This design comes from an exercise in tuning for small area on the open sky130 flow, not from production work.
Function was checked by simulation only, so behaviour that the tests miss may differ from the original.
Power figures rest on the tool's default switching activity, not on a simulated workload.

**flow/flow/run.sh**
```bash
#!/bin/bash
# Standard layout, with two changes passed to the ORFS scripts through their
# own environment hooks: port buffers use the smallest buffer, and clock tree
# synthesis uses larger sink clusters and no dummy loads.
set -euo pipefail
export BUFFER_PORTS_ARGS="-buffer_cell sky130_fd_sc_hd__buf_1"
export CTS_ARGS="-sink_clustering_enable -repair_clock_nets -sink_clustering_size 22 -sink_clustering_max_diameter 50 -buf_list {sky130_fd_sc_hd__clkbuf_8} -dont_use_dummy_load"
bash standard.sh > standard.log 2>&1
```
**flow/design.v**
```verilog
package sobel_pkg;
    localparam int IMG_W_DEF = 160;
    localparam int IMG_H_DEF = 120;
    typedef logic [7:0] pix_t;
    typedef enum logic [1:0] {
        IDLE,
        FILL,
        STREAM,
        DONE
    } state_t;
endpackage
module sobel_fa (
    input  logic a, b, c,
    output logic s, co
);
    assign s  = a ^ b ^ c;
    assign co = (a & b) | (a & c) | (b & c);
endmodule
module sobel_ha (
    input  logic a, b,
    output logic s, co
);
    assign s  = a ^ b;
    assign co = a & b;
endmodule
module sobel_maj (
    input  logic a, b, c,
    output logic co
);
    assign co = (a & b) | (a & c) | (b & c);
endmodule
module sobel_gray (
    input  logic [7:0] r,
    input  logic [7:0] g,
    input  logic [7:0] b,
    output logic [7:0] y
);
    logic n1_c, n2_s, n3_c, n4_s, n5_c, n6_s, n7_c, n8_s, n9_c, n10_s, n11_c, n12_s, n13_c, n14_s, n15_c, n16_s, n17_c, n18_s, n19_c, n20_s, n21_c, n22_s, n23_c, n24_s, n25_c, n26_s, n27_c, n28_s, n29_c, n30_s, n31_c, n32_s, n33_c, n34_s, n35_c, n36_s, n37_c, n38_s, n39_c, n40_s, n41_c, n42_s, n43_c, n44_s, n45_c, n46_s, n47_c, n48_s, n49_c, n50_s, n51_c, n52_s, n53_c, n54_s, n55_c, n56_s, n57_c, n58_s, n59_c, n60_s, n61_c, n62_s, n63_c, n64_s, n65_c, n66_s, n67_c, n68_s, n69_c, n70_s, n71_c, n72_s, n73_c, n74_s, n75_c, n76_s, n77_c, n78_s, n79_c, n80_s, n81_c, n82_s, n83_c, n84_s, n85_c, n86_s, n87_c, n88_s, n89_c, n90_s, n91_c, n92_s, n93_c, n94_s, n95_c, n96_s, n97_c, n98_s, n99_c, n100_s, n101_c, n102_s, n103_c, n104_s, n105_c, n106_s, n107_c, n108_s, n109_c, n110_s, n111_c, n112_s, n113_c, n114_s, n115_c, n116_s, n117_c, n118_s, n119_c, n120_s, n121_c, n122_s, n123_c, n124_c, n125_c, n126_c, n127_c, n128_c, n129_c, n130_c, n131_s, n132_c, n133_s, n134_c, n135_s, n136_c, n137_s, n138_c, n139_s, n140_c, n141_s, n142_c, n143_s;
    assign n123_c = n4_s & g[0];
    sobel_ha u_n2 (.a(r[0]), .b(b[0]), .s(n2_s), .co(n1_c));
    sobel_fa u_n4 (.a(r[1]), .b(b[1]), .c(n1_c), .s(n4_s), .co(n3_c));
    sobel_fa u_n6 (.a(r[2]), .b(b[2]), .c(n3_c), .s(n6_s), .co(n5_c));
    sobel_fa u_n8 (.a(r[3]), .b(b[3]), .c(n5_c), .s(n8_s), .co(n7_c));
    sobel_fa u_n10 (.a(r[4]), .b(b[4]), .c(n7_c), .s(n10_s), .co(n9_c));
    sobel_fa u_n12 (.a(r[5]), .b(b[5]), .c(n9_c), .s(n12_s), .co(n11_c));
    sobel_fa u_n14 (.a(r[6]), .b(b[6]), .c(n11_c), .s(n14_s), .co(n13_c));
    sobel_fa u_n16 (.a(r[7]), .b(b[7]), .c(n13_c), .s(n16_s), .co(n15_c));
    sobel_ha u_n18 (.a(n10_s), .b(n6_s), .s(n18_s), .co(n17_c));
    sobel_fa u_n20 (.a(n12_s), .b(n8_s), .c(n6_s), .s(n20_s), .co(n19_c));
    sobel_fa u_n22 (.a(n14_s), .b(n10_s), .c(n8_s), .s(n22_s), .co(n21_c));
    sobel_ha u_n24 (.a(r[0]), .b(b[2]), .s(n24_s), .co(n23_c));
    sobel_fa u_n26 (.a(n16_s), .b(n12_s), .c(n10_s), .s(n26_s), .co(n25_c));
    sobel_fa u_n28 (.a(r[1]), .b(b[3]), .c(g[6]), .s(n28_s), .co(n27_c));
    sobel_ha u_n30 (.a(g[5]), .b(g[3]), .s(n30_s), .co(n29_c));
    sobel_fa u_n32 (.a(n15_c), .b(n14_s), .c(n12_s), .s(n32_s), .co(n31_c));
    sobel_fa u_n34 (.a(r[2]), .b(b[4]), .c(g[7]), .s(n34_s), .co(n33_c));
    sobel_fa u_n36 (.a(g[6]), .b(g[4]), .c(g[1]), .s(n36_s), .co(n35_c));
    sobel_fa u_n38 (.a(n16_s), .b(n14_s), .c(r[3]), .s(n38_s), .co(n37_c));
    sobel_fa u_n40 (.a(b[5]), .b(g[7]), .c(g[5]), .s(n40_s), .co(n39_c));
    sobel_fa u_n42 (.a(n15_c), .b(n16_s), .c(r[4]), .s(n42_s), .co(n41_c));
    sobel_ha u_n44 (.a(n8_s), .b(n4_s), .s(n44_s), .co(n43_c));
    sobel_fa u_n46 (.a(n18_s), .b(n4_s), .c(b[0]), .s(n46_s), .co(n45_c));
    sobel_ha u_n48 (.a(g[3]), .b(g[2]), .s(n48_s), .co(n47_c));
    sobel_fa u_n50 (.a(n17_c), .b(n20_s), .c(b[1]), .s(n50_s), .co(n49_c));
    sobel_fa u_n52 (.a(g[4]), .b(g[3]), .c(g[1]), .s(n52_s), .co(n51_c));
    sobel_fa u_n54 (.a(n19_c), .b(n22_s), .c(n24_s), .s(n54_s), .co(n53_c));
    sobel_fa u_n56 (.a(g[5]), .b(g[4]), .c(g[2]), .s(n56_s), .co(n55_c));
    sobel_fa u_n58 (.a(n21_c), .b(n23_c), .c(n26_s), .s(n58_s), .co(n57_c));
    sobel_fa u_n60 (.a(n28_s), .b(n30_s), .c(g[0]), .s(n60_s), .co(n59_c));
    sobel_fa u_n62 (.a(n25_c), .b(n27_c), .c(n29_c), .s(n62_s), .co(n61_c));
    sobel_fa u_n64 (.a(n32_s), .b(n34_s), .c(n36_s), .s(n64_s), .co(n63_c));
    sobel_fa u_n66 (.a(n31_c), .b(n33_c), .c(n35_c), .s(n66_s), .co(n65_c));
    sobel_fa u_n68 (.a(n38_s), .b(n40_s), .c(g[2]), .s(n68_s), .co(n67_c));
    sobel_fa u_n70 (.a(n37_c), .b(n39_c), .c(n42_s), .s(n70_s), .co(n69_c));
    sobel_fa u_n72 (.a(b[6]), .b(g[6]), .c(g[3]), .s(n72_s), .co(n71_c));
    sobel_fa u_n74 (.a(n41_c), .b(n15_c), .c(r[5]), .s(n74_s), .co(n73_c));
    sobel_fa u_n76 (.a(b[7]), .b(g[7]), .c(g[4]), .s(n76_s), .co(n75_c));
    sobel_ha u_n78 (.a(n6_s), .b(n2_s), .s(n78_s), .co(n77_c));
    sobel_fa u_n80 (.a(n44_s), .b(n2_s), .c(g[2]), .s(n80_s), .co(n79_c));
    sobel_fa u_n82 (.a(n43_c), .b(n46_s), .c(n48_s), .s(n82_s), .co(n81_c));
    sobel_fa u_n84 (.a(n45_c), .b(n47_c), .c(n50_s), .s(n84_s), .co(n83_c));
    sobel_fa u_n86 (.a(n49_c), .b(n51_c), .c(n54_s), .s(n86_s), .co(n85_c));
    sobel_fa u_n88 (.a(n53_c), .b(n55_c), .c(n58_s), .s(n88_s), .co(n87_c));
    sobel_fa u_n90 (.a(n57_c), .b(n59_c), .c(n62_s), .s(n90_s), .co(n89_c));
    sobel_fa u_n92 (.a(n61_c), .b(n63_c), .c(n66_s), .s(n92_s), .co(n91_c));
    sobel_fa u_n94 (.a(n65_c), .b(n67_c), .c(n70_s), .s(n94_s), .co(n93_c));
    sobel_fa u_n96 (.a(n69_c), .b(n71_c), .c(n74_s), .s(n96_s), .co(n95_c));
    sobel_fa u_n98 (.a(n73_c), .b(n75_c), .c(r[6]), .s(n98_s), .co(n97_c));
    sobel_ha u_n100 (.a(n78_s), .b(g[1]), .s(n100_s), .co(n99_c));
    sobel_fa u_n102 (.a(n77_c), .b(n80_s), .c(g[1]), .s(n102_s), .co(n101_c));
    sobel_fa u_n104 (.a(n79_c), .b(n82_s), .c(g[0]), .s(n104_s), .co(n103_c));
    sobel_fa u_n106 (.a(n81_c), .b(n84_s), .c(n52_s), .s(n106_s), .co(n105_c));
    sobel_fa u_n108 (.a(n83_c), .b(n86_s), .c(n56_s), .s(n108_s), .co(n107_c));
    sobel_fa u_n110 (.a(n85_c), .b(n88_s), .c(n60_s), .s(n110_s), .co(n109_c));
    sobel_fa u_n112 (.a(n87_c), .b(n90_s), .c(n64_s), .s(n112_s), .co(n111_c));
    sobel_fa u_n114 (.a(n89_c), .b(n92_s), .c(n68_s), .s(n114_s), .co(n113_c));
    sobel_fa u_n116 (.a(n91_c), .b(n94_s), .c(n72_s), .s(n116_s), .co(n115_c));
    sobel_fa u_n118 (.a(n93_c), .b(n96_s), .c(n76_s), .s(n118_s), .co(n117_c));
    sobel_fa u_n120 (.a(n95_c), .b(n98_s), .c(g[5]), .s(n120_s), .co(n119_c));
    sobel_fa u_n122 (.a(n97_c), .b(r[7]), .c(g[6]), .s(n122_s), .co(n121_c));
    sobel_maj u_n124 (.a(n100_s), .b(g[0]), .c(n123_c), .co(n124_c));
    sobel_maj u_n125 (.a(n99_c), .b(n102_s), .c(n124_c), .co(n125_c));
    sobel_maj u_n126 (.a(n101_c), .b(n104_s), .c(n125_c), .co(n126_c));
    sobel_maj u_n127 (.a(n103_c), .b(n106_s), .c(n126_c), .co(n127_c));
    sobel_maj u_n128 (.a(n105_c), .b(n108_s), .c(n127_c), .co(n128_c));
    sobel_maj u_n129 (.a(n107_c), .b(n110_s), .c(n128_c), .co(n129_c));
    sobel_fa u_n131 (.a(n109_c), .b(n112_s), .c(n129_c), .s(n131_s), .co(n130_c));
    sobel_fa u_n133 (.a(n111_c), .b(n114_s), .c(n130_c), .s(n133_s), .co(n132_c));
    sobel_fa u_n135 (.a(n113_c), .b(n116_s), .c(n132_c), .s(n135_s), .co(n134_c));
    sobel_fa u_n137 (.a(n115_c), .b(n118_s), .c(n134_c), .s(n137_s), .co(n136_c));
    sobel_fa u_n139 (.a(n117_c), .b(n120_s), .c(n136_c), .s(n139_s), .co(n138_c));
    sobel_fa u_n141 (.a(n119_c), .b(n122_s), .c(n138_c), .s(n141_s), .co(n140_c));
    sobel_fa u_n143 (.a(n121_c), .b(g[7]), .c(n140_c), .s(n143_s), .co(n142_c));
    assign y = {n142_c, n143_s, n141_s, n139_s, n137_s, n135_s, n133_s, n131_s};
endmodule
module sobel_line_buf
#(
    parameter int DEPTH = 2 * sobel_pkg::IMG_W_DEF + 3,
    parameter logic [DEPTH-1:0] PLAIN = '1
) (
    input  logic                 sh,
    input  logic                 sh_n,
    input  logic                 pol,
    input  sobel_pkg::pix_t      din,
    input  logic [DEPTH*8-1:0]   q,
    output logic [DEPTH*8-1:0]   nxt
);
    for (genvar k = 0; k < DEPTH; k++) begin : g_w
        sobel_pkg::pix_t prev, qk;
        assign qk = q[k*8 +: 8];
        if (k == 0) begin : g_in
            if (PLAIN[0]) begin : g_p
                assign prev = din;
            end else begin : g_t
                assign prev = din ^ {8{!pol}};
            end
        end else begin : g_mid
            if (PLAIN[k] == PLAIN[k-1]) begin : g_same
                assign prev = q[(k-1)*8 +: 8];
            end else begin : g_cross
                assign prev = q[(k-1)*8 +: 8] ^ {8{!pol}};
            end
        end
        if (PLAIN[k]) begin : g_plain
            assign nxt[k*8 +: 8] = ({8{sh}} | qk) & ({8{sh_n}} | prev);
        end else begin : g_tog
            assign nxt[k*8 +: 8] = ~(({8{sh}} | qk) & ({8{sh_n}} | prev));
        end
    end
endmodule
module sobel_window_gen
#(
    parameter int IMG_W = sobel_pkg::IMG_W_DEF,
    parameter int IMG_H = sobel_pkg::IMG_H_DEF
) (
    input  logic        sys_clk_i,
    input  logic        sys_rst_ni,
    input  logic        pix_valid_i,
    input  logic        sof_i,
    input  sobel_pkg::pix_t        data_red_i,
    input  sobel_pkg::pix_t        data_green_i,
    input  sobel_pkg::pix_t        data_blue_i,
    output logic [71:0] win_o,
    output logic        win_valid_o,
    output logic        frame_done_o
);
    localparam int CW    = (IMG_W > 1) ? $clog2(IMG_W) : 1;
    localparam int RW    = (IMG_H > 1) ? $clog2(IMG_H) : 1;
    localparam int DEPTH = 2 * IMG_W + 3;
    sobel_pkg::state_t          state_q;
    logic [CW-1:0]   col_q, cur_col, nxt_col;
    logic [RW-1:0]   row_q, cur_row, nxt_row;
    logic            take, eol, last, win_gate;
    sobel_pkg::pix_t gray, gray_q;
    logic            shift_q, shift_nq, pol_q;
    logic [1:0]      vld_pipe, done_pipe;
    logic [DEPTH*8-1:0] sr, sr_nxt;
    always_comb begin
        take     = pix_valid_i && (sof_i || state_q == sobel_pkg::FILL || state_q == sobel_pkg::STREAM);
        cur_col  = sof_i ? '0 : col_q;
        cur_row  = sof_i ? '0 : row_q;
        eol      = (cur_col == CW'(IMG_W - 1));
        last     = eol && (cur_row == RW'(IMG_H - 1));
        nxt_col  = eol ? '0 : cur_col + CW'(1);
        nxt_row  = eol ? (last ? '0 : cur_row + RW'(1)) : cur_row;
        win_gate = take && (cur_row >= RW'(2)) && (cur_col >= CW'(2));
    end
    always_ff @(posedge sys_clk_i or negedge sys_rst_ni) begin
        if (!sys_rst_ni) begin
            state_q <= sobel_pkg::IDLE;
            col_q   <= '0;
            row_q   <= '0;
        end else begin
            if (take) begin
                col_q <= nxt_col;
                row_q <= nxt_row;
            end
            case (state_q)
                sobel_pkg::IDLE:    if (take) state_q <= sobel_pkg::FILL;
                sobel_pkg::FILL:    if (take && !sof_i && eol && cur_row == RW'(1)) state_q <= sobel_pkg::STREAM;
                sobel_pkg::STREAM:  if (take) begin
                             if (sof_i)     state_q <= sobel_pkg::FILL;
                             else if (last) state_q <= sobel_pkg::DONE;
                         end
                sobel_pkg::DONE:    state_q <= take ? sobel_pkg::FILL : sobel_pkg::IDLE;
                default: state_q <= sobel_pkg::IDLE;
            endcase
        end
    end
    always_ff @(posedge sys_clk_i or negedge sys_rst_ni) begin
        if (!sys_rst_ni) begin
            vld_pipe  <= '0;
            done_pipe <= '0;
            shift_q   <= 1'b0;
            shift_nq  <= 1'b1;
            pol_q     <= 1'b0;
        end else begin
            vld_pipe  <= {vld_pipe[0], win_gate};
            done_pipe <= {done_pipe[0], take && last};
            shift_q   <= take;
            shift_nq  <= !take;
            pol_q     <= !pol_q;
        end
    end
    sobel_gray u_gray (
        .r (data_red_i),
        .g (data_green_i),
        .b (data_blue_i),
        .y (gray)
    );
    always_ff @(posedge sys_clk_i) begin
        gray_q <= gray;
    end
    localparam logic [DEPTH-1:0] PLAIN = (DEPTH'(7) << (2 * IMG_W)) | (DEPTH'(7) << IMG_W) | DEPTH'(7);
    sobel_line_buf #(
        .DEPTH (DEPTH),
        .PLAIN (PLAIN)
    ) u_sr (
        .sh        (shift_q),
        .sh_n      (shift_nq),
        .pol       (pol_q),
        .din       (gray_q),
        .q         (sr),
        .nxt       (sr_nxt)
    );
    always_ff @(posedge sys_clk_i) begin
        sr <= sr_nxt;
    end
    assign win_o = {sr[(2*IMG_W+2)*8 +: 8], sr[(2*IMG_W+1)*8 +: 8], sr[(2*IMG_W)*8 +: 8],
                    sr[(IMG_W+2)*8 +: 8],   sr[(IMG_W+1)*8 +: 8],   sr[IMG_W*8 +: 8],
                    sr[2*8 +: 8],           sr[1*8 +: 8],           sr[0 +: 8]};
    assign win_valid_o  = vld_pipe[1];
    assign frame_done_o = done_pipe[1];
endmodule
```
**flow/standard.sh**
```bash
#!/bin/bash
# synth_recipe.tcl (not shown) runs the flow's synth.tcl, then flattens the netlist and writes it again
# the make line also repeats each setting of config.mk as NAME=value (left out here)
make -C /OpenROAD-flow-scripts/flow DESIGN_CONFIG=/design/flow/config.mk WORK_HOME=/design/flow/orfs CLKGATE_MAP_FILE= SYNTH_SCRIPT=/design/flow/synth_recipe.tcl "${@:-finish}"
```
**flow/config.mk**
```make
export PLATFORM = sky130hd
export DESIGN_NAME = sobel_window_gen
export DESIGN_NICKNAME = sobel_window_gen
export VERILOG_FILES = /design/flow/design.v
export SDC_FILE = /design/flow/constraint.sdc
export NUM_CORES = 4
export LEC_CHECK = 0
export CAP_MARGIN = 20
export CORE_MARGIN = 2
export CORE_UTILIZATION = 75
export SLEW_MARGIN = 20
export SYNTH_HIERARCHICAL = 1
```
**flow/constraint.sdc**
```tcl
create_clock -name core_clock -period 10.0 [get_ports {sys_clk_i}]
set_input_delay 2.0000 -clock core_clock [delete_from_list [all_inputs] [get_ports {sys_clk_i}]]
set_output_delay 2.0000 -clock core_clock [all_outputs]
set_load 0.01 [all_outputs]
```
==> flow_summary.ini, run 1 <==
[yosys]
synth_cell_types = 44
syn_nets = 6197
netlist_area_um2 = 75790
ys_ff_latch = 2616
syn_avg_cell_area_um2 = 12.44
ys.flop_type = dfxtp_1
yosysWarnings = 7
synth-edff-count = 0
synth_cells = 6091
synthArstFlopShare_pct = 0.9174
synth_seq_area_share_pct = 69.26

[detailed_routing]
totalWireLength_mm = 109.8
dr_total_vias = 43860
drc_errors = 0
final_antenna_net_count = 0
dr.pass1.iters = 5
dr.first_iter.drc_count = 2778
wl_per_cell_um = 15.64
routed_via_density = 6.247

[timing]
clock-skew-final_ps = 99.68
setup_viol = 0
timing.fmax_ghz = 0.1067
fin_crit_ps = 9369
slew_viol_final = 0
rsz0062_at_grt = false
worst_slack_ps = 631.4
maxSlewHeadroom_pct = 24.30
tightest_slew_ps = 1136
fin_crit_sh_pct = 93.69
final_hold_viol_count = 0

[finish]
final_cell_mix = dfxtp_1, o22ai_1, clkbuf_8
drive_gt1_share_pct = 3.722
synthToLayoutAreaGrowth_pct = 0.1535
fill_cells = 6675
fin_area_um2 = 75910
final_util_pct = 75.79
final_common_cell = dfxtp_1
fin_nets = 5830

[power_and_ir_drop]
total_power_mw = 29.53
p_per_area_nw_per_um2 = 389.0
peakVddDrop_uv = 259.4
power_leakage_nw = 27.90

[flow_run]
drv_cap = 0

[hold_path]
hp-class = flop to flop
min_path_cells = 0
hp-start = done_pipe[0]
min_to = done_pipe[1]

[die]
pin_count = 102
initial_core_util_pct = 75.68
core_area_um2 = 100100
die_w_um = 321.9
fp.dieH_um = 321.9
fp-row-count = 116
die_area_um2 = 103600

[worst_setup_path]
r2r-end = sr[1306]
r2r_setup_slack_ps = 6520
timing.critical_path.mode_cell = fa_1
crit_path_max_fanout = 3
rr_worst_depth = 3
end_kind = flop
arrival_ps = 10020
crit_buf_inv = 1
cp_top_family = adder cells
critical_path_class = primary input to flop
cp.required_ps = 10660
crit_path_top_delay_cell = fa_1
crit_cells = 21
slowest_delay_ps = 570
path_cells = buf_1 > ha_1 > fa_1 > fa_1 > fa_2 > fa_2 > fa_2 > fa_2 > fa_2 > fa_1 > fa_1 > fa_1 > fa_1 > maj3_2 > fa_1 > fa_1 > fa_1 > fa_1 > fa_1 > fa_1 > fa_1
start_kind = primary input
timing.rr.start = shift_q

[global_routing]
grt_pass1_vias = 41320
grt_max_degree = 263
antenna_found_initial = 1
grt_usage_pct = 20.75
grt-ovfl-total = 0
grt_pass1_wl_mm = 188.4

[cts]
cts_tree = yes
clock-root-buffer = clkbuf_8
insertion_delay_ps = 870
cts_buffer_depth = 3
cts-buffers-inserted = 151
postCtsSetupRepairBufs = 0
cts_sinks = 2616
ctsResizeCount = 0
postCtsHoldBufs = 0
htree_num_levels = 4
clk_pin_slew_ps = 120

[place]
place_area_um2 = 73800
portBuffers = 101
pre_cts_ws_ps = -235.4
hpwl_mm = 60.65
gp_congestion = 0.7612

[outcome]
status = finished clean
==> layout make-up <==
class / instances / area (µm²) / share of cell area [%]
sequential: 2616 / 52500 / 69.17
multi-input combinational: 2802 / 18740 / 24.69
clock buffer: 151 / 2078 / 2.738
tap: 1298 / 1624 / 2.140
timing repair buffer: 145 / 929.6 / 1.225
inverter: 8 / 30.03 / 0.03956
antenna: 1 / 2.502 / 0.003297
==> per-module statistics from Yosys (local to each module, per instance), a selection <==
| module | cell area [µm²] | cells | flops+latches |
|---|---|---|---|
| sobel_window_gen | 53830 | 2814 | 2616 |
| sobel_gray | 66.31 | 9 | 0 |
| sobel_fa | 20.02 | 1 | 0 |
| sobel_ha | 12.51 | 1 | 0 |
| sobel_maj | 11.26 | 1 | 0 |
==> how the worst max path moves through the flow <==
stage	start	endpoint	slack (ps)
after detailed placement	data_red_i[0]	gray_q[6]	-240
after global routing	data_red_i[0]	gray_q[6]	420
after global placement	data_red_i[0]	gray_q[6]	-230
final	data_red_i[0]	gray_q[6]	630
after CTS	data_red_i[0]	gray_q[6]	640
after floorplan	data_red_i[0]	gray_q[6]	10
==> cell families after synthesis <==
kind of cell	Yosys count	synth area share, %
AOI/OAI and AO/OA	2628	21.93
DFF	2616	69.26
adders and majority gates	84	1.971
buffers and inverters	673	6.029
and+or+nand+nor	57	0.4226
muxes	1	0.01321
xor gates and xnor gates	32	0.3698
==> registers in the layout (all words and copies together) (netlist names) <==
register and count:
gray_q 8, sr 2584, row_q 7, pol_q 1, shift_nq 1, done_pipe 2, state_q 2, col_q 8
shift_q 1, vld_pipe 2
==> report_power, final <==
part	leakage [nW]	switching (mW)	internal, mW	total [mW]
sequential	22.2	3.07	16.1	19.2
clock	1.09	2.79	1.37	4.16
combinational	4.64	2.92	3.23	6.15
total	27.9	8.79	20.7	29.5
==> synth_stat cells (4+ instances only) <==
cell,instances,area (µm²)
xnor2_1,32,280.3
ha_1,18,225.2
maj3_2,6,67.56
o22a_1,72,630.6
nand2_1,17,63.81
buf_4,91,683.2
buf_2,370,1852
dfrtp_1,23,575.6
o31ai_1,8,60.06
fa_1,60,1201
o21ai_0,17,85.08
inv_1,8,30.03
a31oi_1,5,31.28
nor3_1,6,30.03
a21oi_1,5,25.02
nand3_1,5,25.02
dfxtp_1,2592,51890
clkbuf_1,38,142.6
buf_6,165,1858
o22ai_1,2512,15720
nor2b_1,4,25.02
nor2_1,7,26.28
==> per-layer routing <==
metal  vias to the layer above  global-route usage, %  share of wire (%)
met4                         0                  5.286                1.6
met1                     20750                  29.44                 52
li1                      22590                      -                  -
met2                       371                  33.52                 44
met3                       148                  3.244                2.6
met5                         -                      0                  0
==> through the flow <==
step	hold slack, ps	std cells	setup TNS (ps)
floorplan	331.2	6091	0
global placement	350.7	6868	-377.1
detailed placement	343.3	6868	-397.5
CTS	321.3	7019	0
global route	315.0	7021	0
finish	316.0	7021	0
==> run 2: changes to the inputs <==
==> flow/flow/run.sh (replaced) <==
#!/bin/bash
# Standard layout, with two changes passed to the ORFS scripts through their
# own environment hooks: port buffers use the smallest buffer, and clock tree
# synthesis uses larger sink clusters and no dummy loads.
set -euo pipefail
export BUFFER_PORTS_ARGS="-buffer_cell sky130_fd_sc_hd__buf_1"
export CTS_ARGS="-sink_clustering_enable -repair_clock_nets -sink_clustering_size 36 -sink_clustering_max_diameter 60 -buf_list {sky130_fd_sc_hd__clkbuf_16} -dont_use_dummy_load"
bash standard.sh > standard.log 2>&1
==> run 2 against run 1 <==
Synthesized area is the same. Critical endpoint unchanged. Largest power group unchanged. Setup slack got worse by 56 ps. Largest cell class unchanged. Non-clock buffer count unchanged. Via count hardly changed. Cell area grew 1.7%.
==> flow_summary.ini, run 2 <==
[global_routing]
grt_usage_pct = 21.04
antenna_found_initial = 1
grt_util_met2_pct = 33.17
grt_busiest_layer = met2
grt_max_degree = 263
grt_pass1_vias = 41060
grt-ovfl-total = 0
use_met1_pct = 30.75
grt_use_met3_pct = 2.773
grt_pass1_wl_mm = 190.7

[die]
die_area_um2 = 103600
pin_count = 102
fp-row-count = 116
core_area_um2 = 100100
fp.dieH_um = 321.9
initial_core_util_pct = 75.68
die_w_um = 321.9

[timing]
rsz0062_at_grt = false
slew_viol_final = 0
final_hold_viol_count = 0
fin_crit_ps = 9425
worst_slack_ps = 575.4
clock-skew-final_ps = 76.68
setup_viol = 0
maxSlewHeadroom_pct = 28.30
fin_crit_sh_pct = 94.25
timing.fmax_ghz = 0.1061
tightest_slew_ps = 1076

[worst_setup_path]
arrival_ps = 10020
slowest_delay_ps = 570
crit_path_max_fanout = 3
cp.required_ps = 10600
crit_path_top_delay_cell = fa_1
critical_path_class = primary input to flop
end_kind = flop
cp_top_family = adder cells
path_cells = buf_1 > ha_1 > fa_1 > fa_1 > fa_2 > fa_2 > fa_2 > fa_2 > fa_2 > fa_1 > fa_1 > fa_1 > fa_1 > maj3_2 > fa_1 > fa_1 > fa_1 > fa_1 > fa_1 > fa_1 > fa_1
start_kind = primary input
timing.critical_path.mode_cell = fa_1
crit_buf_inv = 1

[power_and_ir_drop]
peakVddDrop_uv = 245.1
power_leakage_nw = 28.49
total_power_mw = 30.80
p_per_area_nw_per_um2 = 398.8

[flow_run]
drv_cap = 0

[cts]
postCtsHoldBufs = 0
insertion_delay_ps = 760
cts_sinks = 2616
htree_num_levels = 4
cts_buffer_depth = 3
clk_pin_slew_ps = 90
postCtsSetupRepairBufs = 0
ctsResizeCount = 0
cts_tree = yes
clock-root-buffer = clkbuf_16
cts-buffers-inserted = 136

[yosys]
yosysWarnings = 7
syn_nets = 6197
netlist_area_um2 = 75790
synth-edff-count = 0
yosysMostFrequentCell = dfxtp_1
synth.largest_area_cell = dfxtp_1
ys.flop_type = dfxtp_1
synth_cells = 6091
synth_cell_types = 44
synth_seq_area_share_pct = 69.26
netlist_top_cells_count = dfxtp_1, o22ai_1, buf_2
syn_avg_cell_area_um2 = 12.44
synth_top_cell_area_share_pct = 68.47
synth_area_leaders = dfxtp_1, o22ai_1, buf_6, buf_2, fa_1
ys_ff_latch = 2616
synthArstFlopShare_pct = 0.9174

[detailed_routing]
dr.first_iter.drc_count = 2783
routed_via_density = 6.266
dr.pass1.iters = 5
dr_total_vias = 43900
totalWireLength_mm = 111.7
wl_per_cell_um = 15.95
final_antenna_net_count = 0
drc_errors = 0

[outcome]
status = finished clean

[finish]
drive_gt1_share_pct = 3.469
top_register = sr
synthToLayoutAreaGrowth_pct = 1.899
fill_cells = 6455
n_antenna_cell = 0
reg_top3 = sr: 2584 flops, col_q: 8 flops, gray_q: 8 flops
fin_nets = 5815
final_common_cell = dfxtp_1
largest_register_ffs = 2584
final_cell_mix = dfxtp_1, o22ai_1, clkbuf_16
fin_area_um2 = 77230

[place]
place_area_um2 = 73800
gp_congestion = 0.7612
pre_cts_ws_ps = -235.4
portBuffers = 101
hpwl_mm = 60.65

[hold_path]
hp-class = flop to flop
run 2: cell counts after synthesis:
No cell type changed its count.
run 2: where the power goes:
group	internal (mW)	switching [mW]	total (mW)
sequential	16.2	3.10	19.3
combinational	3.23	2.94	6.17
clock	2.43	2.93	5.36
run 2: area by class of cell:
class	instances	area [µm²]	area share, %
multi-input combinational	2802	18740	24.27
sequential	2616	52500	67.98
inverter	8	30.03	0.03888
tap	1298	1624	2.103
timing repair buffer	145	929.6	1.204
clock buffer	136	3403	4.407
run 2: final timing paths:
kind	end	startpoint	depth (start not counted)	slack (ps)
worst max-delay path	gray_q[6]	data_red_i[0]	21	580
worst min-delay path	done_pipe[1]	done_pipe[0]	0	360
worst max register to register	sr[1473]	shift_q	3	6510
worst min register to register	done_pipe[1]	done_pipe[0]	0	360
max in group asynchronous	shift_nq	sys_rst_ni	2	8460
min in group asynchronous	state_q[0]	sys_rst_ni	2	1200
run 2: cells by family after synthesis:
kind of cell             after synthesis  synth area share (%)
AO/OA/AOI/OAI                       2628                 21.93
XOR/XNOR                              32                0.3698
adder cells (fa/ha/maj)               84                 1.971
buffers and inverters                673                 6.029
flip-flops                          2616                 69.26
multiplexers                           1               0.01321
AND/OR/NAND/NOR                       57                0.4226
run 2: worst reg2reg max path, cell delays in order (launching register included):
cell     delay [ps]
dfrtp_4        1070
buf_4           970
buf_4           960
o22ai_1         270
run 2: layer usage:
metal	routed length, µm	up-vias	share of wire (%)
met1	57670	20800	52
met3	2625	146	2.4
li1	-	22590	-
met2	49540	358	44
met4	1866	0	1.7
met5	0	-	0
run 2: through the flow:
step | utilization (%) | hold WS (ps) | std cells | setup TNS [ps]
floorplan | - | 331.2 | 6091 | 0
global placement | 73.69 | 350.7 | 6868 | -377.1
detailed placement | 73.69 | 343.3 | 6868 | -397.5
CTS | 77.09 | 366.4 | 7004 | 0
global route | 77.12 | 369.2 | 7005 | 0
finish | 77.12 | 363.5 | 7005 | 0
run 2: modules after synthesis, one instance, submodules excluded, a selection:
module            cells  times used
sobel_window_gen   2814           1
sobel_fa              1          60
sobel_maj             1           6
sobel_ha              1           8
sobel_gray            9           1
==> run 3: changes to the inputs <==
==> flow/run.sh (new file) <==
#!/bin/bash
# synth_recipe.tcl (not shown) runs the flow's synth.tcl, then flattens the netlist and writes it again
# the make line also repeats each setting of config.mk as NAME=value (left out here)
make -C /OpenROAD-flow-scripts/flow DESIGN_CONFIG=/design/flow/config.mk WORK_HOME=/design/flow/orfs CLKGATE_MAP_FILE= SYNTH_SCRIPT=/design/flow/synth_recipe.tcl finish
--- a/flow/config.mk
+++ b/flow/config.mk
@@ -8,5 +8,8 @@
 export CAP_MARGIN = 20
 export CORE_MARGIN = 2
 export CORE_UTILIZATION = 75
+export CTS_BUF_LIST = sky130_fd_sc_hd__clkbuf_16
+export CTS_CLUSTER_DIAMETER = 80
+export CTS_CLUSTER_SIZE = 30
 export SLEW_MARGIN = 20
 export SYNTH_HIERARCHICAL = 1
removed: flow/flow/run.sh
removed: flow/standard.sh
==> run 3 against run 2 <==
Non-clock buffer count shrank 2. Register-to-register slack better by 60 ps. Synthesized area unchanged. Synthesized cell count stayed put. Final cell count shrank 0.41%. Clock power decreased by 13%. Cell area fell by 0.29%. Hold slack worse by 1.6 ps. Die area did not move. Critical endpoint unchanged. Highest routed layer unchanged.
==> flow_summary.ini, run 3 <==
[global_routing]
grt_usage_pct = 20.51
grt_max_degree = 287
grt-ovfl-total = 0
grt_pass1_vias = 41120
antenna_found_initial = 0
grt_pass1_wl_mm = 187.0

[worst_setup_path]
cp-endpoint = gray_q[6]
timing.rr.start = shift_nq
crit_path_top_delay_cell = fa_2
r2r_setup_slack_ps = 6570
timing.critical_path.mode_cell = fa_1
critical_path_class = primary input to flop
end_kind = flop
rr_worst_depth = 3
cp.required_ps = 10580
crit_buf_inv = 1
r2r-end = sr[1591]
start_kind = primary input
arrival_ps = 10350
crit_path_max_fanout = 3
cp_top_family = adder cells
path_cells = clkdlybuf4s50_1 > ha_1 > fa_1 > fa_1 > fa_2 > fa_2 > fa_2 > fa_2 > fa_2 > fa_1 > fa_1 > fa_1 > fa_1 > maj3_2 > fa_1 > fa_2 > fa_1 > fa_1 > fa_1 > fa_1 > fa_1
startpoint = data_red_i[0]
crit_cells = 21
slowest_delay_ps = 600

[cts]
clock-root-buffer = clkbuf_16
cts_sinks = 2616
insertion_delay_ps = 710
cts_buffer_depth = 3
cts_tree = yes
postCtsHoldBufs = 0
clk_pin_slew_ps = 100
cts-buffers-inserted = 97
htree_num_levels = 3

[finish]
fill_cells = 6541
n_antenna_cell = 0
synthToLayoutAreaGrowth_pct = 1.605
fin_area_um2 = 77010
final_common_cell = dfxtp_1
largest_register_ffs = 2584
top_register = sr
layoutNonFillerInstCount = 6976
fin_nets = 5774
final_cell_mix = dfxtp_1, o22ai_1, clkbuf_16
reg_top3 = sr: 2584 flops, col_q: 8 flops, gray_q: 8 flops
drive_gt1_share_pct = 2.941

[die]
fp-row-count = 116
core_area_um2 = 100100
die_area_um2 = 103600
die_w_um = 321.9
initial_core_util_pct = 75.68
fp.dieH_um = 321.9
pin_count = 102

[detailed_routing]
dr.pass1.iters = 5
drc_errors = 0
totalWireLength_mm = 108.9
wl_per_cell_um = 15.62
routed_via_density = 6.237
dr.first_iter.drc_count = 2774
final_antenna_net_count = 0
dr_total_vias = 43510

[yosys]
synth_cells = 6091
netlist_area_um2 = 75790
synth.largest_area_cell = dfxtp_1
synthArstFlopShare_pct = 0.9174
netlist_top_cells_count = dfxtp_1, o22ai_1, buf_2
ys_ff_latch = 2616
synth_area_leaders = dfxtp_1, o22ai_1, buf_6, buf_2, fa_1
syn_avg_cell_area_um2 = 12.44
synth-edff-count = 0
ys.flop_type = dfxtp_1
yosysMostFrequentCell = dfxtp_1
yosysWarnings = 7
synth_top_cell_area_share_pct = 68.47
synth_cell_types = 44
syn_nets = 6197
synth_seq_area_share_pct = 69.26

[timing]
hold-worst-slack_ps = 362.0
fin_crit_sh_pct = 97.67
clock-skew-final_ps = 26.38
rsz0062_at_grt = false
maxSlewHeadroom_pct = 24.31
slew_viol_final = 0
tightest_slew_ps = 1135
fin_crit_ps = 9767
final.setup.tns_ps = 0
final_hold_viol_count = 0
setup_viol = 0
timing.fmax_ghz = 0.1024

[outcome]
status = finished clean

[hold_path]
hp-start = done_pipe[0]
hp-class = flop to flop

[power_and_ir_drop]
peakVddDrop_uv = 324.1
p_sw_mw = 8.813
power_leakage_nw = 28.37
clkPwrFrac_pct = 15.4
seqPwrFrac_pct = 63.7
power.share.switching_pct = 29.20
total_power_mw = 30.19
comb_power_share_pct = 20.9
power.internal_mw = 21.37
p_per_area_nw_per_um2 = 392.0

[place]
gp_congestion = 0.7472
portBuffers = 101
hpwl_mm = 59.35
place_area_um2 = 74380
place_inst = 6865

[flow_run]
drv_cap = 0
==> run 3: changes by cell type in the layout (fill, tap and decap cells not counted), sizes merged <==
cell / before / now
clkdlybuf4s50: 0 / 100
buf: 145 / 43
clkbuf: 136 / 101
clkinv: 0 / 1
inv: 8 / 15
==> run 3: per-module statistics from Yosys (local to each module, per instance), excerpt <==
module / times used / area (µm²)
sobel_fa: 60 / 20.02
sobel_ha: 8 / 12.51
sobel_maj: 6 / 11.26
sobel_gray: 1 / 66.31
sobel_window_gen: 1 / 53830
==> run 3: through the flow <==
step                setup WS (ps)  util [%]
global route                49.44     76.89
global placement           -591.3     74.27
finish                      232.5     76.89
floorplan                   11.56         -
CTS                         141.6     76.85
detailed placement         -630.8     74.27
==> run 3: layout make-up <==
| type | instances | area [µm²] | area share, % |
|---|---|---|---|
| multi-input combinational | 2802 | 18740 | 24.34 |
| clock buffer | 101 | 2527 | 3.282 |
| inverter | 8 | 30.03 | 0.03900 |
| tap | 1298 | 1624 | 2.109 |
| timing repair buffer | 143 | 1520 | 1.974 |
| sequential | 2616 | 52500 | 68.18 |
| clock inverter | 8 | 57.56 | 0.07474 |
==> run 3: worst reg2reg max path: stages (launching register included) <==
cell and delay (ps):
dfstp_4 1180, buf_12 750, buf_12 910, o22ai_1 430
==> run 3: logic make-up (layout without fill, tap and decap cells) <==
group | count (synthesis) | in the layout | share of synthesized area [%]
AOI/OAI and AO/OA | 2628 | 2628 | 21.93
xor gates and xnor gates | 32 | 32 | 0.3698
buffers and inverters | 673 | 260 | 6.029
DFF | 2616 | 2616 | 69.26
adders and majority gates | 84 | 84 | 1.971
and+or+nand+nor | 57 | 57 | 0.4226
muxes | 1 | 1 | 0.01321
==> run 3: what timing repair did <==
action / CTS / global route
buffers inserted: 0 / 1
endpoints found under the setup margin: 0 / 1
resized for setup: 0 / 1
==> run 3: layer usage <==
metal | routed length [µm] | up-vias | part of all wire (%) | GRT usage (%)
met2 | 48860 | 269 | 45 | 34.21
met4 | 1672 | 0 | 1.5 | 4.320
met3 | 2188 | 117 | 2.0 | 2.603
met5 | 0 | - | 0 | 0
li1 | - | 22530 | - | -
met1 | 56230 | 20590 | 52 | 28.95
==> run 3: worst min path at each step <==
stage	to	slack, ps	depth (start not counted)
finish	done_pipe[1]	360	0
global route	done_pipe[1]	380	0
CTS	done_pipe[1]	370	0
detailed placement	done_pipe[1]	340	0
global placement	done_pipe[1]	340	0
floorplan	done_pipe[1]	330	0
==> run 3: power groups by stage <==
stage / combinational [mW] / clock (mW) / sequential [mW]
6_report: 6.32 / 4.64 / 19.2
3_5_place_dp: 6.31 / 0 / 19.4
5_1_grt: 7.12 / 5.13 / 19.9
3_3_place_gp: 5.96 / 0 / 19.2
2_1_floorplan: 6.03 / 0 / 18.5
4_1_cts: 6.34 / 4.79 / 19.2
==> run 4: changes to the inputs <==
--- a/flow/design.v
+++ b/flow/design.v
@@ -2,12 +2,6 @@
     localparam int IMG_W_DEF = 160;
     localparam int IMG_H_DEF = 120;
     typedef logic [7:0] pix_t;
-    typedef enum logic [1:0] {
-        IDLE,
-        FILL,
-        STREAM,
-        DONE
-    } state_t;
 endpackage
 module sobel_fa (
     input  logic a, b, c,
@@ -167,7 +161,7 @@
     localparam int CW    = (IMG_W > 1) ? $clog2(IMG_W) : 1;
     localparam int RW    = (IMG_H > 1) ? $clog2(IMG_H) : 1;
     localparam int DEPTH = 2 * IMG_W + 3;
-    sobel_pkg::state_t          state_q;
+    logic            run_q;
     logic [CW-1:0]   col_q, cur_col, nxt_col;
     logic [RW-1:0]   row_q, cur_row, nxt_row;
     logic            take, eol, last, win_gate;
@@ -176,7 +170,7 @@
     logic [1:0]      vld_pipe, done_pipe;
     logic [DEPTH*8-1:0] sr, sr_nxt;
     always_comb begin
-        take     = pix_valid_i && (sof_i || state_q == sobel_pkg::FILL || state_q == sobel_pkg::STREAM);
+        take     = pix_valid_i && (sof_i || run_q);
         cur_col  = sof_i ? '0 : col_q;
         cur_row  = sof_i ? '0 : row_q;
         eol      = (cur_col == CW'(IMG_W - 1));
@@ -187,24 +181,13 @@
     end
     always_ff @(posedge sys_clk_i or negedge sys_rst_ni) begin
         if (!sys_rst_ni) begin
-            state_q <= sobel_pkg::IDLE;
-            col_q   <= '0;
-            row_q   <= '0;
-        end else begin
-            if (take) begin
-                col_q <= nxt_col;
-                row_q <= nxt_row;
-            end
-            case (state_q)
-                sobel_pkg::IDLE:    if (take) state_q <= sobel_pkg::FILL;
-                sobel_pkg::FILL:    if (take && !sof_i && eol && cur_row == RW'(1)) state_q <= sobel_pkg::STREAM;
-                sobel_pkg::STREAM:  if (take) begin
-                             if (sof_i)     state_q <= sobel_pkg::FILL;
-                             else if (last) state_q <= sobel_pkg::DONE;
-                         end
-                sobel_pkg::DONE:    state_q <= take ? sobel_pkg::FILL : sobel_pkg::IDLE;
-                default: state_q <= sobel_pkg::IDLE;
-            endcase
+            run_q <= 1'b0;
+            col_q <= '0;
+            row_q <= '0;
+        end else if (take) begin
+            run_q <= !last;
+            col_q <= nxt_col;
+            row_q <= nxt_row;
         end
     end
     always_ff @(posedge sys_clk_i or negedge sys_rst_ni) begin
==> flow/flow/run.sh (new file) <==
#!/bin/bash
# Standard layout, with two changes passed to the ORFS scripts through their
# own environment hooks: port buffers use the smallest buffer, and clock tree
# synthesis uses larger sink clusters and no dummy loads.
set -euo pipefail
export BUFFER_PORTS_ARGS="-buffer_cell sky130_fd_sc_hd__buf_1"
export CTS_ARGS="-sink_clustering_enable -repair_clock_nets -sink_clustering_size 22 -sink_clustering_max_diameter 50 -buf_list {sky130_fd_sc_hd__clkbuf_8} -dont_use_dummy_load"
bash standard.sh > standard.log 2>&1
==> flow/standard.sh (new file) <==
#!/bin/bash
# synth_recipe.tcl (not shown) runs the flow's synth.tcl, then flattens the netlist and writes it again
# the make line also repeats each setting of config.mk as NAME=value (left out here)
make -C /OpenROAD-flow-scripts/flow DESIGN_CONFIG=/design/flow/config.mk WORK_HOME=/design/flow/orfs CLKGATE_MAP_FILE= SYNTH_SCRIPT=/design/flow/synth_recipe.tcl "${@:-finish}"
--- a/flow/config.mk
+++ b/flow/config.mk
@@ -8,8 +8,5 @@
 export CAP_MARGIN = 20
 export CORE_MARGIN = 2
 export CORE_UTILIZATION = 75
-export CTS_BUF_LIST = sky130_fd_sc_hd__clkbuf_16
-export CTS_CLUSTER_DIAMETER = 80
-export CTS_CLUSTER_SIZE = 30
 export SLEW_MARGIN = 20
 export SYNTH_HIERARCHICAL = 1
removed: flow/run.sh
==> run 4 against run 3 <==
Die area decreased by 0.20%. Via count increased by 0.15%. Hold slack got worse by 7.0 ps. First-iteration DRC count decreased by 15%. Final cell count increased by 0.42%. Clock-buffer cell count increased by 52. Clock power decreased by about 10%. Global-route usage decreased by 0.11 points. Register-to-register slack improved by 180 ps. Combinational power decreased by 67%. Critical endpoint unchanged. Flip-flop and latch count decreased by 1. Synthesized cell count decreased by 0.31%.
==> flow_summary.ini, run 4 <==
[outcome]
status = finished clean

[die]
die_w_um = 321.6
pin_count = 102
die_area_um2 = 103400
fp.dieH_um = 321.6
initial_core_util_pct = 75.64
fp-row-count = 116
core_area_um2 = 100000

[cts]
clk_pin_slew_ps = 110
cts_buffer_depth = 3
cts_tree = yes
htree_num_levels = 4
postCtsHoldBufs = 0
cts-buffers-inserted = 153
insertion_delay_ps = 840
ctsResizeCount = 0
postCtsSetupRepairBufs = 0
cts_sinks = 2615
clock-root-buffer = clkbuf_8

[detailed_routing]
totalWireLength_mm = 108.5
dr_total_vias = 43570
dr.first_iter.drc_count = 2353
drc_errors = 0
wl_per_cell_um = 15.48
final_antenna_net_count = 0
routed_via_density = 6.220
dr.pass1.iters = 5

[worst_setup_path]
crit_path_top_delay_cell = fa_1
path_cells = buf_1 > ha_1 > fa_1 > fa_1 > fa_2 > fa_2 > fa_2 > fa_2 > fa_2 > fa_1 > fa_1 > fa_1 > fa_1 > maj3_2 > fa_1 > fa_1 > fa_1 > fa_1 > fa_1 > fa_1 > fa_1
cp.required_ps = 10720
crit_path_max_fanout = 2
arrival_ps = 10020
end_kind = flop
critical_path_class = primary input to flop
timing.critical_path.mode_cell = fa_1
slowest_delay_ps = 570
start_kind = primary input

[timing]
fin_crit_ps = 9298
final.setup.tns_ps = 0
setup_viol = 0
final_hold_viol_count = 0
tightest_slew_ps = 1112
clock-skew-final_ps = 59.86
fin_crit_sh_pct = 92.98
timing.fmax_ghz = 0.1076
rsz0062_at_grt = false
hold-worst-slack_ps = 355.0
slew_viol_final = 0
maxSlewHeadroom_pct = 25.88

[power_and_ir_drop]
peakVddDrop_uv = 188.1
power_leakage_nw = 27.91
p_per_area_nw_per_um2 = 257.8
p_sw_mw = 4.793
seqPwrFrac_pct = 68.1
power.share.switching_pct = 24.54
comb_power_share_pct = 10.6
clkPwrFrac_pct = 21.3
power.internal_mw = 14.74

[place]
gp_congestion = 0.7307
hpwl_mm = 60.15
portBuffers = 101

[yosys]
netlist_area_um2 = 75640
synth_cells = 6072
synth.largest_area_cell = dfxtp_1
synth-edff-count = 0
ys.flop_type = dfxtp_1
syn_nets = 6169
synth_seq_area_share_pct = 69.37
synth_top_cell_area_share_pct = 68.60
netlist_top_cells_count = dfxtp_1, o22ai_1, buf_2
synth_area_leaders = dfxtp_1, o22ai_1, buf_6, buf_2, fa_1
synthArstFlopShare_pct = 0.8795
syn_avg_cell_area_um2 = 12.46
yosysWarnings = 7
yosysMostFrequentCell = dfxtp_1
synth_cell_types = 47
ys_ff_latch = 2615

[finish]
multiInputGateArea_um2 = 18630
final_cell_mix = dfxtp_1, o22ai_1, clkbuf_8
fill_cells = 6747
fin_nets = 5805
top_register = sr
synthToLayoutAreaGrowth_pct = 0.1605
drive_gt1_share_pct = 3.856
ff_latch_area_um2 = 52480
largest_register_ffs = 2584
reg_top3 = sr: 2584 flops, col_q: 8 flops, gray_q: 8 flops
final_common_cell = dfxtp_1

[global_routing]
grt_max_degree = 280
grt_usage_pct = 20.40
antenna_found_initial = 2
grt_pass1_vias = 40940
grt_pass1_wl_mm = 185.1
grt-ovfl-total = 0

[flow_run]
drv_cap = 0

[hold_path]
hp-class = flop to flop
## run 4: cell count changes in the layout (fill, tap and decap cells not counted), moves of 6 or more
cell | previous run | this run
buf_1 | 0 | 101
buf_4 | 26 | 32
clkbuf_16 | 101 | 0
clkbuf_8 | 0 | 153
clkdlybuf4s50_1 | 100 | 0
ha_1 | 18 | 9
o21ai_0 | 17 | 9
o31ai_1 | 8 | 0
## run 4: power groups by stage
stage	clock (mW)	sequential, mW	combinational [mW]
after floorplan	0	13.2	2.13
after global placement	0	13.5	1.97
after detailed placement	0	13.5	2.09
after CTS	4.32	13.3	2.09
after global routing	4.69	13.5	2.35
final	4.16	13.3	2.06
## run 4: cell families (layout without fill, tap and decap cells)
group | Yosys count | after routing | synth area share [%]
buffers and inverters | 672 | 306 | 6.021
adder cells (fa/ha/maj) | 75 | 75 | 1.826
other | 0 | 1 | 0
multiplexers | 6 | 6 | 0.07941
AND/OR/NAND/NOR | 60 | 60 | 0.4781
AO/OA/AOI/OAI | 2612 | 2612 | 21.86
flip-flops | 2615 | 2615 | 69.37
XOR/XNOR | 32 | 32 | 0.3705
## run 4: cell type report
cell class                 count  share of cell area, %
sequential                  2615                  69.27
multi-input combinational   2785                  24.59
clock buffer                 153                  2.780
tap                         1298                  2.144
timing repair buffer         147                  1.187
inverter                       6                0.02973
antenna                        1               0.003303
## run 4: worst max-delay path, delay by kind of cell
family / cells / cell delay [ps]
buffers and inverters: 1 / 90
adder cells (fa/ha/maj): 20 / 7920
## run 4: final timing paths
check / from / end / slack, ps / cells past startpoint
max: data_red_i[0] / gray_q[6] / 700 / 21
max in group asynchronous: sys_rst_ni / shift_nq / 8570 / 2
min: vld_pipe[0] / vld_pipe[1] / 350 / 0
min in group asynchronous: sys_rst_ni / done_pipe[0] / 1110 / 2
max reg2reg: shift_nq / sr[1471] / 6750 / 3
min reg2reg: vld_pipe[0] / vld_pipe[1] / 350 / 0
## run 4: per-layer routing
layer | wire length, µm | GRT usage, % | vias to the layer above
li1 | - | - | 22500
met1 | 56390 | 28.77 | 20620
met2 | 47460 | 33.05 | 307
met3 | 2621 | 2.899 | 141
met4 | 1981 | 6.002 | 0
met5 | 0 | 0 | -
## run 4: modules after synthesis, one instance, submodules excluded, excerpt
module	cell area [µm²]	flip-flops and latches	cells inside
sobel_ha	12.51	0	1
sobel_window_gen	53670	2615	2795
sobel_gray	66.31	0	9
sobel_maj	11.26	0	1
sobel_fa	20.02	0	1
## run 4: stage by stage
step                      area (µm²)  power (mW)  std cells  utilization [%]  worst slack, ps
after CTS                      75760       19.72       7004            75.75            763.1
after global routing           75760       20.57       7005            75.76            559.2
after global placement         73650       15.44       6851            73.65           -176.4
after detailed placement       73650       15.61       6851            73.65           -204.2
final                          75760       19.53       7005            75.76            702.5
after floorplan                75650       15.31       6072                -            11.56
==> run 5: changes to the inputs <==
--- a/flow/design.v
+++ b/flow/design.v
@@ -162,8 +162,8 @@
     localparam int RW    = (IMG_H > 1) ? $clog2(IMG_H) : 1;
     localparam int DEPTH = 2 * IMG_W + 3;
     logic            run_q;
-    logic [CW-1:0]   col_q, cur_col, nxt_col;
-    logic [RW-1:0]   row_q, cur_row, nxt_row;
+    logic [CW-1:0]   col_q, nxt_col;
+    logic [RW-1:0]   row_q, nxt_row;
     logic            take, eol, last, win_gate;
     sobel_pkg::pix_t gray, gray_q;
     logic            shift_q, shift_nq, pol_q;
@@ -171,13 +171,11 @@
     logic [DEPTH*8-1:0] sr, sr_nxt;
     always_comb begin
         take     = pix_valid_i && (sof_i || run_q);
-        cur_col  = sof_i ? '0 : col_q;
-        cur_row  = sof_i ? '0 : row_q;
-        eol      = (cur_col == CW'(IMG_W - 1));
-        last     = eol && (cur_row == RW'(IMG_H - 1));
-        nxt_col  = eol ? '0 : cur_col + CW'(1);
-        nxt_row  = eol ? (last ? '0 : cur_row + RW'(1)) : cur_row;
-        win_gate = take && (cur_row >= RW'(2)) && (cur_col >= CW'(2));
+        eol      = !sof_i && (col_q == CW'(IMG_W - 1));
+        last     = eol && (row_q == RW'(IMG_H - 1));
+        nxt_col  = sof_i ? CW'(1) : ((col_q == CW'(IMG_W - 1)) ? '0 : col_q + CW'(1));
+        nxt_row  = eol ? (last ? '0 : row_q + RW'(1)) : (sof_i ? '0 : row_q);
+        win_gate = take && !sof_i && (row_q >= RW'(2)) && (col_q >= CW'(2));
     end
     always_ff @(posedge sys_clk_i or negedge sys_rst_ni) begin
         if (!sys_rst_ni) begin
--- a/flow/config.mk
+++ b/flow/config.mk
@@ -7,6 +7,6 @@
 export LEC_CHECK = 0
 export CAP_MARGIN = 20
 export CORE_MARGIN = 2
-export CORE_UTILIZATION = 75
+export CORE_UTILIZATION = 85
 export SLEW_MARGIN = 20
 export SYNTH_HIERARCHICAL = 1
==> run 5 against run 4 <==
Still clean on timing, DRC and antenna. Synthesized cell count fell by 0.26%. Critical path depth is the same. Via count up 1.1%. Non-clock buffer count fell by 8. First-iteration DRC count up 30%. Flip-flop and latch count unchanged. Power fell by 0.12%. Die area is 12% lower. Maximum frequency grew 0.44%. Final cell count shrank 2.3%. Critical path type unchanged.
==> flow_summary.ini, run 5 <==
[finish]
top_register = sr
fin_nets = 5779
fin_area_um2 = 75410
synthToLayoutAreaGrowth_pct = -0.1872
final_common_cell = dfxtp_1
final_util_pct = 85.47
largest_register_ffs = 2584
ff_latch_area_um2 = 52480
reg_top3 = sr: 2584 flops, col_q: 8 flops, gray_q: 8 flops
final_cell_mix = dfxtp_1, o22ai_1, clkbuf_8
fill_cells = 4615
multiInputGateArea_um2 = 18550
drive_gt1_share_pct = 3.541

[detailed_routing]
dr_total_vias = 44070
dr.first_iter.drc_count = 3070
routed_via_density = 6.437
final_antenna_net_count = 0
totalWireLength_mm = 114.9
drc_errors = 0
wl_per_cell_um = 16.78
dr.pass1.iters = 5

[timing]
maxSlewHeadroom_pct = 21.99
worst_slack_ps = 743.0
fin_crit_ps = 9257
slew_viol_final = 0
clock-skew-final_ps = 65.28
final.setup.tns_ps = 0
final_hold_viol_count = 0
fin_crit_sh_pct = 92.57
setup_viol = 0
rsz0062_at_grt = false
tightest_slew_ps = 1170
timing.fmax_ghz = 0.1080

[yosys]
yosysMostFrequentCell = dfxtp_1
synth_top_cell_area_share_pct = 68.68
ys.flop_type = dfxtp_1
syn_avg_cell_area_um2 = 12.48
synth_seq_area_share_pct = 69.44
ys_ff_latch = 2615
syn_nets = 6156
synth-edff-count = 0
synth_cells = 6056
netlist_area_um2 = 75560
yosysWarnings = 7
synth_area_leaders = dfxtp_1, o22ai_1, buf_6, buf_2, fa_1
synthArstFlopShare_pct = 0.8795
synth.largest_area_cell = dfxtp_1
netlist_top_cells_count = dfxtp_1, o22ai_1, buf_2
synth_cell_types = 44

[worst_setup_path]
startpoint = data_red_i[0]
crit_path_max_fanout = 2
start_kind = primary input
arrival_ps = 10010
rr_worst_depth = 4
critical_path_class = primary input to flop
r2r-end = sr[272]
end_kind = flop
cp.required_ps = 10750
timing.rr.start = shift_q
r2r_setup_slack_ps = 6440

[power_and_ir_drop]
comb_power_share_pct = 10.7
peakVddDrop_uv = 225.7
power.share.switching_pct = 24.86
power_leakage_nw = 27.82
clkPwrFrac_pct = 21.0
total_power_mw = 19.51
seqPwrFrac_pct = 68.3
p_sw_mw = 4.850
p_per_area_nw_per_um2 = 258.7
power.internal_mw = 14.66

[place]
hpwl_mm = 64.18
pre_cts_ws_ps = -183.8
place_area_um2 = 73390
portBuffers = 101
gp_congestion = 0.7326

[die]
die_area_um2 = 91290
fp-row-count = 109
initial_core_util_pct = 85.63
die_w_um = 302.1
core_area_um2 = 88240
fp.dieH_um = 302.1
pin_count = 102

[global_routing]
grt_usage_pct = 24.26
grt-ovfl-total = 0
antenna_found_initial = 5
grt_max_degree = 283
grt_pass1_wl_mm = 191.1
grt_pass1_vias = 40630

[hold_path]
hp-start = done_pipe[0]
hp-class = flop to flop
min_path_cells = 0
min_to = done_pipe[1]

[outcome]
status = finished clean

[cts]
cts_sinks = 2615
clock-root-buffer = clkbuf_8
ctsResizeCount = 0
cts_tree = yes
postCtsHoldBufs = 0
insertion_delay_ps = 870
cts-buffers-inserted = 144
cts_buffer_depth = 3
htree_num_levels = 4
clk_pin_slew_ps = 120
postCtsSetupRepairBufs = 0

[flow_run]
drv_cap = 0
-- run 5: cell count changes in the layout (fill, tap and decap cells not counted), sizes merged, moves of 3 or more --
cell    delta
buf        -8
clkbuf     -9
diode      +3
ha         +3
nand2      -3
nand2b     -4
o21ai      -4
xnor2      +3
-- run 5: area by class of cell --
type                       instances  share of cell area [%]
sequential                      2615                   69.58
inverter                           6                 0.02986
timing repair buffer             139                   1.211
multi-input combinational       2773                   24.60
clock buffer                     144                   2.628
antenna                            4                 0.01327
tap                             1165                   1.933
-- run 5: cells by family (layout without fill, tap and decap cells) --
logic type | count (synthesis) | in the layout | share of synthesized area [%]
compound gates | 2609 | 2609 | 21.85
flops | 2615 | 2615 | 69.44
mux | 4 | 4 | 0.05299
xor+xnor | 35 | 35 | 0.4057
fa+ha+maj | 78 | 78 | 1.878
other cells | 0 | 4 | 0
simple gates | 47 | 47 | 0.3511
buf+inv | 668 | 289 | 6.020
-- run 5: metrics by stage --
stage	hold slack [ps]	instances
after floorplan	331.2	6056
after global placement	344.5	6697
after detailed placement	347.1	6697
after CTS	365.1	6841
after global routing	377.1	6843
final	362.9	6846
-- run 5: critical path, stage by stage --
cell	delay [ps]
buf_1	90
ha_1	200
fa_1	380
fa_1	400
fa_2	360
fa_2	340
fa_2	350
fa_2	350
fa_2	490
fa_1	570
fa_1	430
fa_1	520
fa_1	430
maj3_2	330
fa_1	390
fa_1	390
fa_1	390
fa_1	390
fa_1	390
fa_1	390
fa_1	430
-- run 5: how the worst max path moves through the flow --
| stage | endpoint | slack (ps) | depth (start not counted) |
|---|---|---|---|
| floorplan | gray_q[6] | 10 | 21 |
| global placement | gray_q[6] | -160 | 21 |
| detailed placement | gray_q[6] | -180 | 21 |
| CTS | gray_q[6] | 790 | 21 |
| global route | gray_q[6] | 580 | 21 |
| finish | gray_q[6] | 740 | 21 |
-- run 5: power by group through the flow --
stage	Combinational, mW	Sequential, mW	Clock, mW
3_5_place_dp	2.09	13.5	0
4_1_cts	2.10	13.3	4.18
5_1_grt	2.36	13.5	4.56
6_report	2.08	13.3	4.10
2_1_floorplan	2.11	13.2	0
3_3_place_gp	1.95	13.4	0
-- run 5: Yosys stat by module, one instance, submodules excluded, a selection --
module | flops+latches | cells | area, µm²
sobel_window_gen | 2615 | 2779 | 53590
sobel_maj | 0 | 1 | 11.26
sobel_fa | 0 | 1 | 20.02
sobel_ha | 0 | 1 | 12.51
sobel_gray | 0 | 9 | 66.31
-- run 5: layer usage --
layer / routed length (µm) / GRT usage, % / vias to the layer above
li1: - / - / 22420
met4: 2054 / 7.049 / 2
met2: 53740 / 37.65 / 416
met5: 13 / 0 / -
met1: 56080 / 35.73 / 21070
met3: 2999 / 3.814 / 160
==> run 6: changes to the inputs <==
--- a/flow/config.mk
+++ b/flow/config.mk
@@ -7,6 +7,6 @@
 export LEC_CHECK = 0
 export CAP_MARGIN = 20
 export CORE_MARGIN = 2
-export CORE_UTILIZATION = 85
+export CORE_UTILIZATION = 75
 export SLEW_MARGIN = 20
 export SYNTH_HIERARCHICAL = 1
==> run 6 against run 5 <==
Sequential power about the same. Clock-buffer cell count grew 5. Critical path depth did not move. Register-to-register slack gained 140 ps. Global-route usage decreased by 3.9 points. Setup slack got worse by 91 ps. Non-clock buffer count is 2 lower. Still clean on timing, DRC and antenna. Sequential share of layout area decreased by 0.16 points. Synthesized cell count unchanged. Largest cell class unchanged. Hold slack got worse by 7.3 ps. Clock skew rose by 5.1 ps.
==> flow_summary.ini, run 6 <==
[die]
fp-row-count = 116
core_area_um2 = 100000
die_w_um = 321.4
pin_count = 102
fp.dieH_um = 321.4
die_area_um2 = 103300
initial_core_util_pct = 75.56

[global_routing]
antenna_found_initial = 1
grt-ovfl-total = 0
grt_max_degree = 272
grt_usage_pct = 20.41
grt_util_met2_pct = 33.77
grt_use_met3_pct = 3.073
use_met1_pct = 28.29
grt_pass1_wl_mm = 185.2
grt_busiest_layer = met2
grt_pass1_vias = 40960

[detailed_routing]
dr.pass1.iters = 6
wl_per_cell_um = 15.47
dr_total_vias = 43340
routed_via_density = 6.210
drc_errors = 0
totalWireLength_mm = 108.0
final_antenna_net_count = 0
dr.first_iter.drc_count = 2715

[hold_path]
hp-class = flop to flop
min_path_cells = 1
min_to = sr[166]
hp-start = sr[158]

[cts]
cts_tree = yes
cts_sinks = 2615
clk_pin_slew_ps = 120
ctsResizeCount = 0
clock-root-buffer = clkbuf_8
htree_num_levels = 4
cts-buffers-inserted = 149
postCtsSetupRepairBufs = 0
cts_buffer_depth = 3
insertion_delay_ps = 860
postCtsHoldBufs = 0

[worst_setup_path]
crit_path_max_fanout = 2
timing.rr.start = shift_nq
r2r_setup_slack_ps = 6580
cp.required_ps = 10670
critical_path_class = primary input to flop
arrival_ps = 10010
end_kind = flop
r2r-end = sr[522]
rr_worst_depth = 3
start_kind = primary input

[yosys]
netlist_area_um2 = 75560
syn_nets = 6156
synth_seq_area_share_pct = 69.44
yosysMostFrequentCell = dfxtp_1
synth-edff-count = 0
yosysWarnings = 7
ys.flop_type = dfxtp_1
syn_avg_cell_area_um2 = 12.48
synth.largest_area_cell = dfxtp_1
synth_top_cell_area_share_pct = 68.68
synth_cells = 6056
synthArstFlopShare_pct = 0.8795
ys_ff_latch = 2615
netlist_top_cells_count = dfxtp_1, o22ai_1, buf_2
synth_area_leaders = dfxtp_1, o22ai_1, buf_6, buf_2, fa_1
synth_cell_types = 44

[timing]
clock-skew-final_ps = 70.43
timing.fmax_ghz = 0.1070
rsz0062_at_grt = false
tightest_slew_ps = 1200
setup_viol = 0
maxSlewHeadroom_pct = 20.01
worst_slack_ps = 652.4
hold-worst-slack_ps = 355.6
final.setup.tns_ps = 0
slew_viol_final = 0
final_hold_viol_count = 0
fin_crit_sh_pct = 93.48
fin_crit_ps = 9348

[finish]
largest_register_ffs = 2584
fin_nets = 5782
drive_gt1_share_pct = 3.592
final_cell_mix = dfxtp_1, o22ai_1, clkbuf_8
synthToLayoutAreaGrowth_pct = 0.04630
final_common_cell = dfxtp_1
top_register = sr
reg_top3 = sr: 2584 flops, col_q: 8 flops, gray_q: 8 flops

[power_and_ir_drop]
power_leakage_nw = 27.84
p_per_area_nw_per_um2 = 257.3
peakVddDrop_uv = 162.2

[place]
portBuffers = 101
pre_cts_ws_ps = -211.3
gp_congestion = 0.7682
hpwl_mm = 59.85

[flow_run]
drv_cap = 0

[outcome]
status = finished clean
## run 6: cell counts after synthesis
No cell type changed its count.
## run 6: modules after synthesis, one instance, submodules excluded, a selection
module | flops+latches | copies in the design
sobel_window_gen | 2615 | 1
sobel_gray | 0 | 1
sobel_fa | 0 | 60
sobel_ha | 0 | 8
sobel_maj | 0 | 6
## run 6: stage by stage
stage | instances | area (µm²) | util (%) | total power [mW]
6_report | 6979 | 75590 | 75.59 | 19.45
5_1_grt | 6979 | 75590 | 75.59 | 20.49
4_1_cts | 6978 | 75590 | 75.59 | 19.64
3_5_place_dp | 6829 | 73540 | 73.54 | 15.58
3_3_place_gp | 6829 | 73540 | 73.54 | 15.40
2_1_floorplan | 6056 | 75570 | - | 15.29
## run 6: how the worst max path moves through the flow
stage	startpoint	end
after floorplan	data_red_i[0]	gray_q[6]
after global placement	data_red_i[0]	gray_q[6]
after detailed placement	data_red_i[0]	gray_q[6]
after CTS	data_red_i[0]	gray_q[6]
after global routing	data_red_i[0]	gray_q[6]
final	data_red_i[0]	gray_q[6]
## run 6: area by class of cell
type / count / area, µm²
Antenna cell: 1 / 2.502
Clock buffer: 149 / 2051
Fill cell: 6751 / 24410
Inverter: 6 / 22.52
Multi-Input combinational cell: 2773 / 18550
Sequential cell: 2615 / 52480
Tap cell: 1298 / 1624
Timing Repair Buffer: 137 / 862.1
## run 6: routing by layer
layer	routed length, µm	vias to the layer above
met5	0	-
met1	55080	20450
li1	-	22450
met4	1774	0
met3	2431	156
met2	48700	279
## run 6: power by group
group	switching [mW]	internal, mW	leakage [nW]	total (mW)
clock network	2.78	1.35	1.07	4.13
logic	0.968	1.10	4.61	2.07
registers	1.00	12.3	22.2	13.3
## run 6: kinds of logic (layout without fill, tap and decap cells)
group	count (synthesis)	in the layout	share of synthesized area, %
buf+inv	668	292	6.020
compound gates	2609	2609	21.85
simple gates	47	47	0.3511
other cells	0	1	0
fa+ha+maj	78	78	1.878
flops	2615	2615	69.44
xor+xnor	35	35	0.4057
mux	4	4	0.05299
## run 6: worst max-delay path: stages
cell and delay, ps:
buf_1 90, ha_1 210, fa_1 380, fa_1 400, fa_2 350, fa_2 340
fa_2 350, fa_2 350, fa_2 490, fa_1 570, fa_1 430, fa_1 520
fa_1 420, maj3_2 330, fa_1 390, fa_1 390, fa_1 390, fa_1 390
fa_1 390, fa_1 390, fa_1 430

what the ideal ports hide:
In the flow no input, the clock included, has a driving cell. The finished layouts below were timed again as built, in two steps.
Step 1 assumes that a clkbuf_16 drives the clock port and a buf_2 every other input.
Step 2 adds t to the input delays and takes it off the output delays; t is the mean of the earliest and latest rising clock arrival at the registers after step 1. Input paths then give back, and output paths get back, about the clock's delay inside the block.
a / b / c = ideal / step 1 / step 2; a / b = the first two.
run | shift t [ns] | setup WS [ns] | hold WS [ns] | clock arrival spread, ns | slew at the worst register clock pin (ns)
run 1 | 0.889 | 0.631 / 0.672 / -0.217 | 0.316 / 0.316 / 0.316 | 0.104 / 0.104 | 0.12 / 0.12
run 2 | 0.789 | 0.575 / 0.619 / -0.170 | 0.364 / 0.364 / 0.364 | 0.078 / 0.078 | 0.12 / 0.12
run 3 | 0.762 | 0.233 / 0.281 / -0.481 | 0.362 / 0.362 / 0.362 | 0.027 / 0.027 | 0.11 / 0.11
run 4 | 0.882 | 0.702 / 0.751 / -0.131 | 0.355 / 0.355 / 0.355 | 0.067 / 0.068 | 0.12 / 0.12
run 5 | 0.911 | 0.743 / 0.792 / -0.120 | 0.363 / 0.363 / 0.363 | 0.087 / 0.087 | 0.12 / 0.12
run 6 | 0.885 | 0.652 / 0.697 / -0.187 | 0.356 / 0.356 / 0.356 | 0.077 / 0.077 | 0.12 / 0.12
With both steps, setup timing fails in every run listed, where it was met with ideal ports. The setup slack of run 5, which loses most, moves by +0.049 ns with the drivers and by -0.863 ns with both steps.
